Source: an optimization exercise on an open RTL-to-GDS flow (aim: small area, a short achievable clock period and few clock cycles per item). Production flows keep margins and buffers that such runs may drop. Function not checked in this run: the RTL went through the layout flow alone. No activity file was given, so power comes from the tool's default toggle rates.

<file path="flow/config.mk">
export PLATFORM = sky130hd
export DESIGN_NAME = tpu_top
export DESIGN_NICKNAME = tpu_top
export VERILOG_FILES = /design/flow/design.v
export SDC_FILE = /design/flow/constraint.sdc
export NUM_CORES = 4
export LEC_CHECK = 0
export CAP_MARGIN = 20
export CORE_MARGIN = 2
export CORE_UTILIZATION = 40
export PLACE_DENSITY = 0.6
export SETUP_SLACK_MARGIN = 1.0
export SLEW_MARGIN = 20
</file>
<file path="flow/constraint.sdc">
create_clock -name core_clock -period 5.0 [get_ports {clk}]
set_input_delay 1.0000 -clock core_clock [delete_from_list [all_inputs] [get_ports {clk}]]
set_output_delay 1.0000 -clock core_clock [all_outputs]
set_load 0.01 [all_outputs]
</file>
<file path="flow/design.v">
package tpu_pkg;
        localparam int ARRAY_DIM  = 4;
        localparam int DATA_WIDTH = 8;
        typedef logic [DATA_WIDTH-1:0] elem_t;
endpackage
`timescale 1ns/10ps
module tpu_pe
(
        input  logic [7:0] a_in,
        input  logic [7:0] b_in,
        input  logic [7:0] acc_in,
        output logic [7:0] sum
);
        logic pp1, pp2, pp3, pp4, pp5, pp6, pp7, pp8, pp9, pp10, pp11, pp12, pp13, pp14, pp15, pp16, pp17, pp18, pp19, pp20, pp21, pp22, pp23, pp24, pp25, pp26, pp27, pp28, pp29, pp30, pp31, pp32, pp33, pp34, pp35, pp36, s37, c38, s39, c40, s41, c42, s43, c44, s45, c46, s47, c48, s49, c50, s51, c52, s53, c54, s55, c56, s57, c58, s59, c60, s61, c62, s63, c64, s65, c66, s67, c68, s69, c70, s71, c72, s73, c74, s75, c76, s77, c78, s79, c80, s81, c82, s83, c84, s85, c86, x87, x88, x89, x90, x91, x92, x93, x94, x95, x96, x97, x98, x99;
        logic [7:4] row0, row1;
        assign pp1 = ~a_in[0] | ~b_in[0];
        assign pp2 = ~a_in[0] | ~b_in[1];
        assign pp3 = ~a_in[0] | ~b_in[2];
        assign pp4 = ~a_in[0] | ~b_in[3];
        assign pp5 = ~a_in[0] | ~b_in[4];
        assign pp6 = ~a_in[0] | ~b_in[5];
        assign pp7 = ~a_in[0] | ~b_in[6];
        assign pp8 = ~a_in[0] | ~b_in[7];
        assign pp9 = ~a_in[1] | ~b_in[0];
        assign pp10 = ~a_in[1] | ~b_in[1];
        assign pp11 = ~a_in[1] | ~b_in[2];
        assign pp12 = ~a_in[1] | ~b_in[3];
        assign pp13 = ~a_in[1] | ~b_in[4];
        assign pp14 = ~a_in[1] | ~b_in[5];
        assign pp15 = ~a_in[1] | ~b_in[6];
        assign pp16 = ~a_in[2] | ~b_in[0];
        assign pp17 = ~a_in[2] | ~b_in[1];
        assign pp18 = ~a_in[2] | ~b_in[2];
        assign pp19 = ~a_in[2] | ~b_in[3];
        assign pp20 = ~a_in[2] | ~b_in[4];
        assign pp21 = ~a_in[2] | ~b_in[5];
        assign pp22 = ~a_in[3] | ~b_in[0];
        assign pp23 = ~a_in[3] | ~b_in[1];
        assign pp24 = ~a_in[3] | ~b_in[2];
        assign pp25 = ~a_in[3] | ~b_in[3];
        assign pp26 = ~a_in[3] | ~b_in[4];
        assign pp27 = ~a_in[4] | ~b_in[0];
        assign pp28 = ~a_in[4] | ~b_in[1];
        assign pp29 = ~a_in[4] | ~b_in[2];
        assign pp30 = ~a_in[4] | ~b_in[3];
        assign pp31 = ~a_in[5] | ~b_in[0];
        assign pp32 = ~a_in[5] | ~b_in[1];
        assign pp33 = ~a_in[5] | ~b_in[2];
        assign pp34 = ~a_in[6] | ~b_in[0];
        assign pp35 = ~a_in[6] | ~b_in[1];
        assign pp36 = ~a_in[7] | ~b_in[0];
        assign s37 = acc_in[0] ^ pp1;
        assign c38 = acc_in[0] & pp1;
        assign s39 = acc_in[1] ^ pp2 ^ pp9;
        assign c40 = (acc_in[1] & pp2) | (acc_in[1] & pp9) | (pp2 & pp9);
        assign s41 = c38 ^ s39;
        assign c42 = c38 & s39;
        assign s43 = acc_in[2] ^ pp10 ^ pp16;
        assign c44 = (acc_in[2] & pp10) | (acc_in[2] & pp16) | (pp10 & pp16);
        assign s45 = pp3 ^ c40 ^ s43;
        assign c46 = (pp3 & c40) | (pp3 & s43) | (c40 & s43);
        assign s47 = c42 ^ s45;
        assign c48 = c42 & s45;
        assign s49 = acc_in[3] ^ pp11 ^ pp17;
        assign c50 = (acc_in[3] & pp11) | (acc_in[3] & pp17) | (pp11 & pp17);
        assign s51 = pp22 ^ pp4 ^ c44;
        assign c52 = (pp22 & pp4) | (pp22 & c44) | (pp4 & c44);
        assign s53 = s49 ^ c46 ^ s51;
        assign c54 = (s49 & c46) | (s49 & s51) | (c46 & s51);
        assign s55 = c48 ^ s53;
        assign c56 = c48 & s53;
        assign s57 = acc_in[4] ^ pp12 ^ pp18;
        assign c58 = (acc_in[4] & pp12) | (acc_in[4] & pp18) | (pp12 & pp18);
        assign s59 = pp23 ^ pp27 ^ pp5;
        assign c60 = (pp23 & pp27) | (pp23 & pp5) | (pp27 & pp5);
        assign s61 = c50 ^ s57 ^ s59;
        assign c62 = (c50 & s57) | (c50 & s59) | (s57 & s59);
        assign s63 = c52 ^ s61 ^ c54;
        assign c64 = (c52 & s61) | (c52 & c54) | (s61 & c54);
        assign s65 = acc_in[5] ^ pp13 ^ pp19;
        assign c66 = (acc_in[5] & pp13) | (acc_in[5] & pp19) | (pp13 & pp19);
        assign s67 = pp24 ^ pp28 ^ pp31;
        assign c68 = (pp24 & pp28) | (pp24 & pp31) | (pp28 & pp31);
        assign s69 = pp6 ^ c58 ^ c60;
        assign c70 = (pp6 & c58) | (pp6 & c60) | (c58 & c60);
        assign s71 = s65 ^ s67 ^ c62;
        assign c72 = (s65 & s67) | (s65 & c62) | (s67 & c62);
        assign s73 = s69 ^ s71;
        assign c74 = s69 & s71;
        assign s75 = acc_in[6] ^ pp14 ^ pp20;
        assign c76 = (acc_in[6] & pp14) | (acc_in[6] & pp20) | (pp14 & pp20);
        assign s77 = pp25 ^ pp29 ^ pp32;
        assign c78 = (pp25 & pp29) | (pp25 & pp32) | (pp29 & pp32);
        assign s79 = pp34 ^ pp7 ^ c66;
        assign c80 = (pp34 & pp7) | (pp34 & c66) | (pp7 & c66);
        assign s81 = c68 ^ s75 ^ s77;
        assign c82 = (c68 & s75) | (c68 & s77) | (s75 & s77);
        assign s83 = c70 ^ s79 ^ s81;
        assign c84 = (c70 & s79) | (c70 & s81) | (s79 & s81);
        assign s85 = c72 ^ s83;
        assign c86 = c72 & s83;
        assign x87 = acc_in[7] ^ pp15;
        assign x88 = pp21 ^ pp26;
        assign x89 = pp30 ^ pp33;
        assign x90 = pp35 ^ pp36;
        assign x91 = pp8 ^ x87;
        assign x92 = x88 ^ x89;
        assign x93 = x90 ^ c76;
        assign x94 = c78 ^ x91;
        assign x95 = x92 ^ x93;
        assign x96 = x94 ^ c80;
        assign x97 = x95 ^ c82;
        assign x98 = x96 ^ x97;
        assign x99 = x98 ^ c84;
        assign sum[0] = s37;
        assign sum[1] = s41;
        assign sum[2] = s47;
        assign sum[3] = s55;
        assign row0[4] = c56;
        assign row1[4] = s63;
        assign row0[5] = s73;
        assign row1[5] = c64;
        assign row0[6] = c74;
        assign row1[6] = s85;
        assign row0[7] = x99;
        assign row1[7] = c86;
        assign sum[7:4] = row0[7:4] + row1[7:4];
endmodule
module tpu_pe_first
(
        input  logic [7:0] a_in,
        input  logic [7:0] b_in,
        input  logic [7:0] acc_in,
        output logic [7:0] sum
);
        logic pp1, pp2, pp3, pp4, pp5, pp6, pp7, pp8, pp9, pp10, pp11, pp12, pp13, pp14, pp15, pp16, pp17, pp18, pp19, pp20, pp21, pp22, pp23, pp24, pp25, pp26, pp27, pp28, pp29, pp30, pp31, pp32, pp33, pp34, pp35, pp36, s37, c38, s39, c40, s41, c42, s43, c44, s45, c46, s47, c48, s49, c50, s51, c52, s53, c54, s55, c56, s57, c58, s59, c60, s61, c62, s63, c64, s65, c66, s67, c68, s69, c70, s71, c72, s73, c74, s75, c76, s77, c78, s79, c80, s81, c82, s83, c84, s85, c86, x87, x88, x89, x90, x91, x92, x93, x94, x95, x96, x97, x98, x99;
        logic [7:4] row0, row1;
        assign pp1 = ~a_in[0] | ~b_in[0];
        assign pp2 = ~a_in[0] | ~b_in[1];
        assign pp3 = ~a_in[0] | ~b_in[2];
        assign pp4 = ~a_in[0] | ~b_in[3];
        assign pp5 = ~a_in[0] | ~b_in[4];
        assign pp6 = ~a_in[0] | ~b_in[5];
        assign pp7 = ~a_in[0] | ~b_in[6];
        assign pp8 = ~a_in[0] | ~b_in[7];
        assign pp9 = ~a_in[1] | ~b_in[0];
        assign pp10 = ~a_in[1] | ~b_in[1];
        assign pp11 = ~a_in[1] | ~b_in[2];
        assign pp12 = ~a_in[1] | ~b_in[3];
        assign pp13 = ~a_in[1] | ~b_in[4];
        assign pp14 = ~a_in[1] | ~b_in[5];
        assign pp15 = ~a_in[1] | ~b_in[6];
        assign pp16 = ~a_in[2] | ~b_in[0];
        assign pp17 = ~a_in[2] | ~b_in[1];
        assign pp18 = ~a_in[2] | ~b_in[2];
        assign pp19 = ~a_in[2] | ~b_in[3];
        assign pp20 = ~a_in[2] | ~b_in[4];
        assign pp21 = ~a_in[2] | ~b_in[5];
        assign pp22 = ~a_in[3] | ~b_in[0];
        assign pp23 = ~a_in[3] | ~b_in[1];
        assign pp24 = ~a_in[3] | ~b_in[2];
        assign pp25 = ~a_in[3] | ~b_in[3];
        assign pp26 = ~a_in[3] | ~b_in[4];
        assign pp27 = ~a_in[4] | ~b_in[0];
        assign pp28 = ~a_in[4] | ~b_in[1];
        assign pp29 = ~a_in[4] | ~b_in[2];
        assign pp30 = ~a_in[4] | ~b_in[3];
        assign pp31 = ~a_in[5] | ~b_in[0];
        assign pp32 = ~a_in[5] | ~b_in[1];
        assign pp33 = ~a_in[5] | ~b_in[2];
        assign pp34 = ~a_in[6] | ~b_in[0];
        assign pp35 = ~a_in[6] | ~b_in[1];
        assign pp36 = ~a_in[7] | ~b_in[0];
        assign s37 = pp1 ^ acc_in[0];
        assign c38 = pp1 & acc_in[0];
        assign s39 = pp2 ^ pp9 ^ acc_in[1];
        assign c40 = (pp2 & pp9) | (pp2 & acc_in[1]) | (pp9 & acc_in[1]);
        assign s41 = c38 ^ s39;
        assign c42 = c38 & s39;
        assign s43 = pp10 ^ pp16 ^ pp3;
        assign c44 = (pp10 & pp16) | (pp10 & pp3) | (pp16 & pp3);
        assign s45 = acc_in[2] ^ s43 ^ c40;
        assign c46 = (acc_in[2] & s43) | (acc_in[2] & c40) | (s43 & c40);
        assign s47 = c42 ^ s45;
        assign c48 = c42 & s45;
        assign s49 = pp11 ^ pp17 ^ pp22;
        assign c50 = (pp11 & pp17) | (pp11 & pp22) | (pp17 & pp22);
        assign s51 = pp4 ^ acc_in[3] ^ c44;
        assign c52 = (pp4 & acc_in[3]) | (pp4 & c44) | (acc_in[3] & c44);
        assign s53 = s49 ^ s51 ^ c46;
        assign c54 = (s49 & s51) | (s49 & c46) | (s51 & c46);
        assign s55 = c48 ^ s53;
        assign c56 = c48 & s53;
        assign s57 = pp12 ^ pp18 ^ pp23;
        assign c58 = (pp12 & pp18) | (pp12 & pp23) | (pp18 & pp23);
        assign s59 = pp27 ^ pp5 ^ acc_in[4];
        assign c60 = (pp27 & pp5) | (pp27 & acc_in[4]) | (pp5 & acc_in[4]);
        assign s61 = c50 ^ s57 ^ c52;
        assign c62 = (c50 & s57) | (c50 & c52) | (s57 & c52);
        assign s63 = s59 ^ s61 ^ c54;
        assign c64 = (s59 & s61) | (s59 & c54) | (s61 & c54);
        assign s65 = pp13 ^ pp19 ^ pp24;
        assign c66 = (pp13 & pp19) | (pp13 & pp24) | (pp19 & pp24);
        assign s67 = pp28 ^ pp31 ^ pp6;
        assign c68 = (pp28 & pp31) | (pp28 & pp6) | (pp31 & pp6);
        assign s69 = acc_in[5] ^ c58 ^ s65;
        assign c70 = (acc_in[5] & c58) | (acc_in[5] & s65) | (c58 & s65);
        assign s71 = s67 ^ c60 ^ s69;
        assign c72 = (s67 & c60) | (s67 & s69) | (c60 & s69);
        assign s73 = c62 ^ s71;
        assign c74 = c62 & s71;
        assign s75 = pp14 ^ pp20 ^ pp25;
        assign c76 = (pp14 & pp20) | (pp14 & pp25) | (pp20 & pp25);
        assign s77 = pp29 ^ pp32 ^ pp34;
        assign c78 = (pp29 & pp32) | (pp29 & pp34) | (pp32 & pp34);
        assign s79 = pp7 ^ acc_in[6] ^ c66;
        assign c80 = (pp7 & acc_in[6]) | (pp7 & c66) | (acc_in[6] & c66);
        assign s81 = c68 ^ s75 ^ s77;
        assign c82 = (c68 & s75) | (c68 & s77) | (s75 & s77);
        assign s83 = c70 ^ s79 ^ s81;
        assign c84 = (c70 & s79) | (c70 & s81) | (s79 & s81);
        assign s85 = c72 ^ s83;
        assign c86 = c72 & s83;
        assign x87 = pp15 ^ pp21;
        assign x88 = pp26 ^ pp30;
        assign x89 = pp33 ^ pp35;
        assign x90 = pp36 ^ pp8;
        assign x91 = x87 ^ x88;
        assign x92 = x89 ^ x90;
        assign x93 = acc_in[7] ^ c76;
        assign x94 = c78 ^ x91;
        assign x95 = x92 ^ x93;
        assign x96 = x94 ^ c80;
        assign x97 = x95 ^ c82;
        assign x98 = x96 ^ x97;
        assign x99 = x98 ^ c84;
        assign sum[0] = s37;
        assign sum[1] = s41;
        assign sum[2] = s47;
        assign sum[3] = s55;
        assign row0[4] = c56;
        assign row1[4] = s63;
        assign row0[5] = s73;
        assign row1[5] = c64;
        assign row0[6] = c74;
        assign row1[6] = s85;
        assign row0[7] = x99;
        assign row1[7] = c86;
        assign sum[7:4] = row0[7:4] + row1[7:4];
endmodule
`timescale 1ns/10ps
module tpu_top
(
        input  logic clk,
        input  logic rst_n,
        input  logic in_valid,
        input  logic [31:0] a,
        input  logic [31:0] b,
        input  logic out_ready,
        output logic in_ready,
        output logic [31:0] out,
        output logic out_valid,
        output logic done
);
        localparam int N = 4;
        localparam int W = 8;
        logic [1:0]     kin;             
        logic           clr;             
        logic [N-1:0]   orow;            
        logic [N*W-1:0] obuf [1:N-1];    
        logic [N*W-1:0] acc0;            
        logic [N*W-1:0] c_row [1:N-1];   
        logic first, last, ob_free, xfer, in_fire, out_fire, zero;
        assign first    = (kin == 2'd0);
        assign last     = (kin == 2'd3);
        assign ob_free  = !out_valid || (orow[N-1] && out_ready);
        assign in_ready = !clr && (first ? (!orow[0] || out_ready) :
                                   last  ? ob_free : 1'b1);
        assign in_fire  = in_valid && in_ready;
        assign xfer     = in_fire && last;
        assign out_valid = |orow;
        assign out_fire  = out_valid && out_ready;
        always_comb begin
                out = ~acc0 & {(N*W){orow[0]}};
                for (int r = 1; r < N; r++) begin
                        out = out | (~obuf[r] & {(N*W){orow[r]}});
                end
        end
        assign zero = last || clr;
        always_ff @(posedge clk or negedge rst_n) begin
                if (!rst_n) begin
                        kin  <= 2'd0;
                        clr  <= 1'b1;
                        orow <= '0;
                        done <= 1'b0;
                end else begin
                        clr  <= 1'b0;
                        done <= out_fire && orow[N-1];
                        if (in_fire) begin
                                kin <= kin + 2'd1;
                        end
                        if (xfer) begin
                                orow <= 4'b0001;
                        end else if (out_fire) begin
                                orow <= {orow[N-2:0], 1'b0};
                        end
                end
        end
        always_ff @(posedge clk) begin
                if (xfer) begin
                        for (int r = 1; r < N; r++) begin
                                obuf[r] <= c_row[r];
                        end
                end
        end
        for (genvar j = 0; j < N; j++) begin : g_col0
                logic [W-1:0] acc, sum;
                tpu_pe_first u_pe (
                        .a_in   (a[(N-1)*W +: W]),
                        .b_in   (b[(N-1-j)*W +: W]),
                        .acc_in (first ? 8'd251 : acc),
                        .sum    (sum)
                );
                always_ff @(posedge clk) begin
                        if (in_fire) begin
                                acc <= sum;
                        end
                end
                assign acc0[(N-1-j)*W +: W] = acc;
        end
        for (genvar i = 1; i < N; i++) begin : g_row
                for (genvar j = 0; j < N; j++) begin : g_col
                        logic [W-1:0] acc, sum;
                        tpu_pe u_pe (
                                .a_in   (a[(N-1-i)*W +: W]),
                                .b_in   (b[(N-1-j)*W +: W]),
                                .acc_in (acc),
                                .sum    (sum)
                        );
                        always_ff @(posedge clk) begin
                                if (in_fire || clr) begin
                                        acc <= zero ? 8'd251 : sum;
                                end
                        end
                        assign c_row[i][(N-1-j)*W +: W] = sum;
                end
        end
endmodule
</file>
<file path="flow/flow/run.sh">
#!/bin/bash
# The standard layout with two changes:
# - the port buffers that buffer_ports inserts are sky130_fd_sc_hd__buf_4 instead of the
#   library's default pick, so the input ports can drive their fanout; every port still
#   gets its own buffer;
# - synthesis is the standard flow's own script (synth_recipe.tcl) except that Yosys's synth skips its
#   generic ABC pass (-noabc), so the full and half adders written in the RTL reach
#   extract_fa as written instead of re-expressed with inverters. Everything else (the
#   -nofsm -noshare synth, flattening, renaming, flip-flop mapping and the final ABC
#   mapping) is unchanged, so the registers are the standard synthesis's.
set -euo pipefail
sed '1s/.*/proc synth {args} { yosys synth -nofsm -noshare -noabc {*}$args }/' \
        synth_recipe.tcl > noabc_synth.tcl
sed "s#SYNTH_SCRIPT=[^ ]*#SYNTH_SCRIPT=$PWD/noabc_synth.tcl#" standard.sh > standard_noabc.sh
export BUFFER_PORTS_ARGS="-buffer_cell sky130_fd_sc_hd__buf_4"
bash standard_noabc.sh > standard.log 2>&1
</file>
<file path="flow/standard.sh">
#!/bin/bash
# synth_recipe.tcl (not shown) runs the flow's synth.tcl, then flattens the netlist and writes it again
# the make line also repeats each setting of config.mk as NAME=value (left out here)
make -C /OpenROAD-flow-scripts/flow DESIGN_CONFIG=/design/flow/config.mk WORK_HOME=/design/flow/orfs CLKGATE_MAP_FILE= SYNTH_SCRIPT=/design/flow/synth_recipe.tcl "${@:-finish}"
</file>
==> impl_metrics.json <==
{
  "async_flop_share": 0.0345,
  "clkPwrFrac": 0.111,
  "finalCritPeriodShare": 0.776,
  "p_comb_frac": 0.675,
  "rsz0062_at_grt": "false",
  "syn-cell-area_um2": 22100,
  "htreeDepth": 1,
  "p_int_mw": 11.7,
  "routabilityCongestion": 0.836,
  "maxUsedRoutingLayer": "met4",
  "synth_nets": 2484,
  "critPathLaunchType": "input pin",
  "slew_viol_final": 0,
  "synth_edf_count": 224,
  "clockBufferDepth": 3,
  "cts-root-buf": "clkbuf_16",
  "fill_cells": 4935,
  "final.min_clock_period_ns": 3.88,
  "worstSetupEndpointType": "flip-flop",
  "ys_seq_elements": 232,
  "track_usage": 0.241,
  "drtAntennaViolNets": 0,
  "synthTopCellsByArea": "edfxtp_1 30%, fa_1 29%, nand2_1 10%",
  "ys.flop_type": "edfxtp_1",
  "power_mw": 19.2,
  "report.final.setup_viol": 0,
  "gr-total-overflow": 0,
  "power.density_nw_per_um2": 744,
  "m1WireLength_um": 27700,
  "switching_share": 0.387,
  "synth_top_area_share": 0.305,
  "drtIter0Drc": 1152,
  "die_w_um": 239,
  "grt_pass1_wl_um": 103000,
  "tightest_slew_ns": 0.902,
  "viasPerCell": 5.54,
  "avgSynthCellArea_um2": 11.3,
  "p_seq_frac": 0.213,
  "synthCells": 1950,
  "ys_seq_area_frac": 0.314,
  "holdCritPathClass": "input pin to asynchronous set/reset pin",
  "synth.largest_area_cell": "edfxtp_1",
  "wl_per_cell_um": 24.7,
  "path_clk_slew_ns": 0.06,
  "utilization": 0.469,
  "fin_area_um2": 25800,
  "pin_count": 103,
  "grt_max_degree": 71,
  "design.die.area_um2": 57100,
  "cts_buffers": 28,
  "clock_latency_ns": 0.57,
  "drive_above_1_share": 0.226,
  "max_freq_ghz": 0.258,
  "route.detailed.drc": 0,
  "maxCapViolations": 0,
  "slew_headroom": 0.399,
  "vias": 14900,
  "initial_core_util": 0.402,
  "nets": 2494,
  "dp.cells": 2633,
  "fin_tns_setup_ns": 0,
  "critical_path_class": "input pin to flip-flop",
  "preCtsSetupSlack_ns": 0.354,
  "p_sw_mw": 7.41,
  "core-area_um2": 54900,
  "hpwl_um": 45700,
  "antenna_found_initial": 0,
  "wl_met2_um": 32500,
  "grt_pass1_vias": 16500,
  "placementRows": 86,
  "finalWirelength_um": 66200,
  "setup_ws_ns": 1.12,
  "cts_tree": "done",
  "total_leakage_power_nw": 9.30,
  "hold_viol": 0,
  "postPlaceCellArea_um2": 24700,
  "skew_ns": 0.0165,
  "dr.pass1.iters": 5,
  "yosysWarningCount": 3,
  "instances_no_fill": 2685,
  "outcome": "finished clean",
  "cp_max_fo": 28,
  "area_delta_synth_final_pct": 16.6,
  "crit_required_ns": 5.30,
  "synth_cell_types": 35,
  "port_buffers": 102,
  "finalHoldWorstSlack_ns": 0.245,
  "worst_ir_drop_vdd_v": 0.000393,
  "die_y_um": 239,
  "ys_top_cells_by_count": "588 x nand2_1, 320 x fa_1, 224 x edfxtp_1",
  "yosysMostFrequentCell": "nand2_1",
  "met3WireLength_um": 3730,
  "critPathArrivalTime_ns": 4.18,
  "antenna_cells": 0,
  "cts_sinks": 232
}
cell families (layout without fill, tap and decap cells):
family / after synthesis / after routing / share of synthesized area
other cells: 1 / 1 / 0.000170
simple gates: 748 / 748 / 0.146
flops: 232 / 232 / 0.314
compound gates: 99 / 99 / 0.0280
mux: 4 / 4 / 0.00204
xor+xnor: 233 / 233 / 0.107
fa+ha+maj: 466 / 466 / 0.373
buf+inv: 167 / 198 / 0.0304
cell usage in the layout (no fill, tap or decap), types with 3 or more instances in the layout:
cell	instances
or2_2	56
clkinv_1	6
inv_1	20
buf_8	5
ha_2	4
ha_4	71
buf_6	24
fa_2	81
nor2b_1	4
xnor2_1	147
nor2_1	8
mux2i_1	3
ha_1	71
edfxtp_1	224
xor2_1	62
dfrtp_1	7
or3_1	69
nand2_4	17
clkinv_2	5
clkbuf_1	6
buf_4	96
nand2_1	544
nand2b_1	3
fa_1	239
o22ai_1	64
and2_1	12
xnor3_1	24
a21oi_2	16
clkbuf_16	29
bufinv_16	4
nand2_2	28
a21o_1	17
registers in the layout (all words and copies together), names as in the netlist:
name and count:
g_col0.acc 32, clr 1, kin 2, done 1, g_row.g_col.acc 96, orow 4
obuf 96
critical path: stages:
cell     delay [ns]
buf_6          0.25
nand2_1        0.12
fa_1           0.50
fa_2           0.37
fa_1           0.55
ha_4           0.22
ha_1           0.28
a21o_1         0.16
a21oi_2        0.14
xnor3_1        0.26
xnor3_1        0.23
nand2_1        0.06
worst paths after layout:
check / cells past startpoint / slack [ns] / startpoint / endpoint
worst max-delay path: 12 / 1.12 / b[25] / g_row[1].g_col[0].acc[7]
worst min-delay path: 1 / 0.24 / rst_n / kin[0]
worst max register to register: 12 / 1.14 / kin[0] / g_col0[3].acc[7]
worst min register to register: 1 / 0.51 / kin[0] / kin[0]
max in group asynchronous: 1 / 4.55 / rst_n / clr
min in group core_clock: 1 / 0.51 / kin[0] / kin[0]
layout make-up:
type,count,area [um^2],area share
Multi-Input combinational cell,1551,15800,0.615
Sequential cell,232,6930,0.269
Timing Repair Buffer,127,1110,0.0429
Tap cell,704,881,0.0342
Clock buffer,35,748,0.0290
Clock inverter,16,176,0.00685
Inverter,20,75.1,0.00291
power groups by stage:
stage          clock network [mW]  logic, mW  registers, mW
5_1_grt                      2.24       14.5           4.15
3_3_place_gp                    0       12.6           4.12
4_1_cts                      2.17       13.0           4.10
2_1_floorplan                   0       10.1           3.96
6_report                     2.14       12.9           4.08
3_5_place_dp                    0       12.9           4.13
routing by layer:
layer  vias to the layer above  global-route usage
li1                       6384                   -
met1                      7844               0.320
met2                       538               0.413
met3                       113              0.0293
met4                         0              0.0708
met5                         -                   0
what timing repair did:
item | in CTS | in global routing
pin swaps | 0 | 1
setup buffers | 0 | 1
gates resized for setup | 2 | 33
gates cloned | 0 | 0
hold buffers | 0 | 0
endpoints found under the setup margin | 15 | 34

[static timing again, ports no longer ideal]
Ports are ideal in the flow. The routed layout listed here was re-timed in OpenROAD. Step 1 sets driving cells, clkbuf_16 on the clock port and buf_2 on the other inputs (assumed; they add their load-dependent delay and slew). Step 2, shift: input delay + t, output delay - t, t = (earliest + latest rising clock arrival at the registers) / 2. This alone moves slack from input paths to output paths. a / b / c = ideal / step 1 / step 2; a / b = the first two.
t, ns: 0.619
setup WS [ns]: 1.120 / 1.100 / 0.481
worst setup path at the end: input to register
slew at the worst register clock pin (ns): 0.07 / 0.07
pins driven straight from the clock port: 1
After both steps setup and hold are still met in this run. The setup slack of this run moves by -0.020 ns with the drivers and by -0.639 ns with both steps.
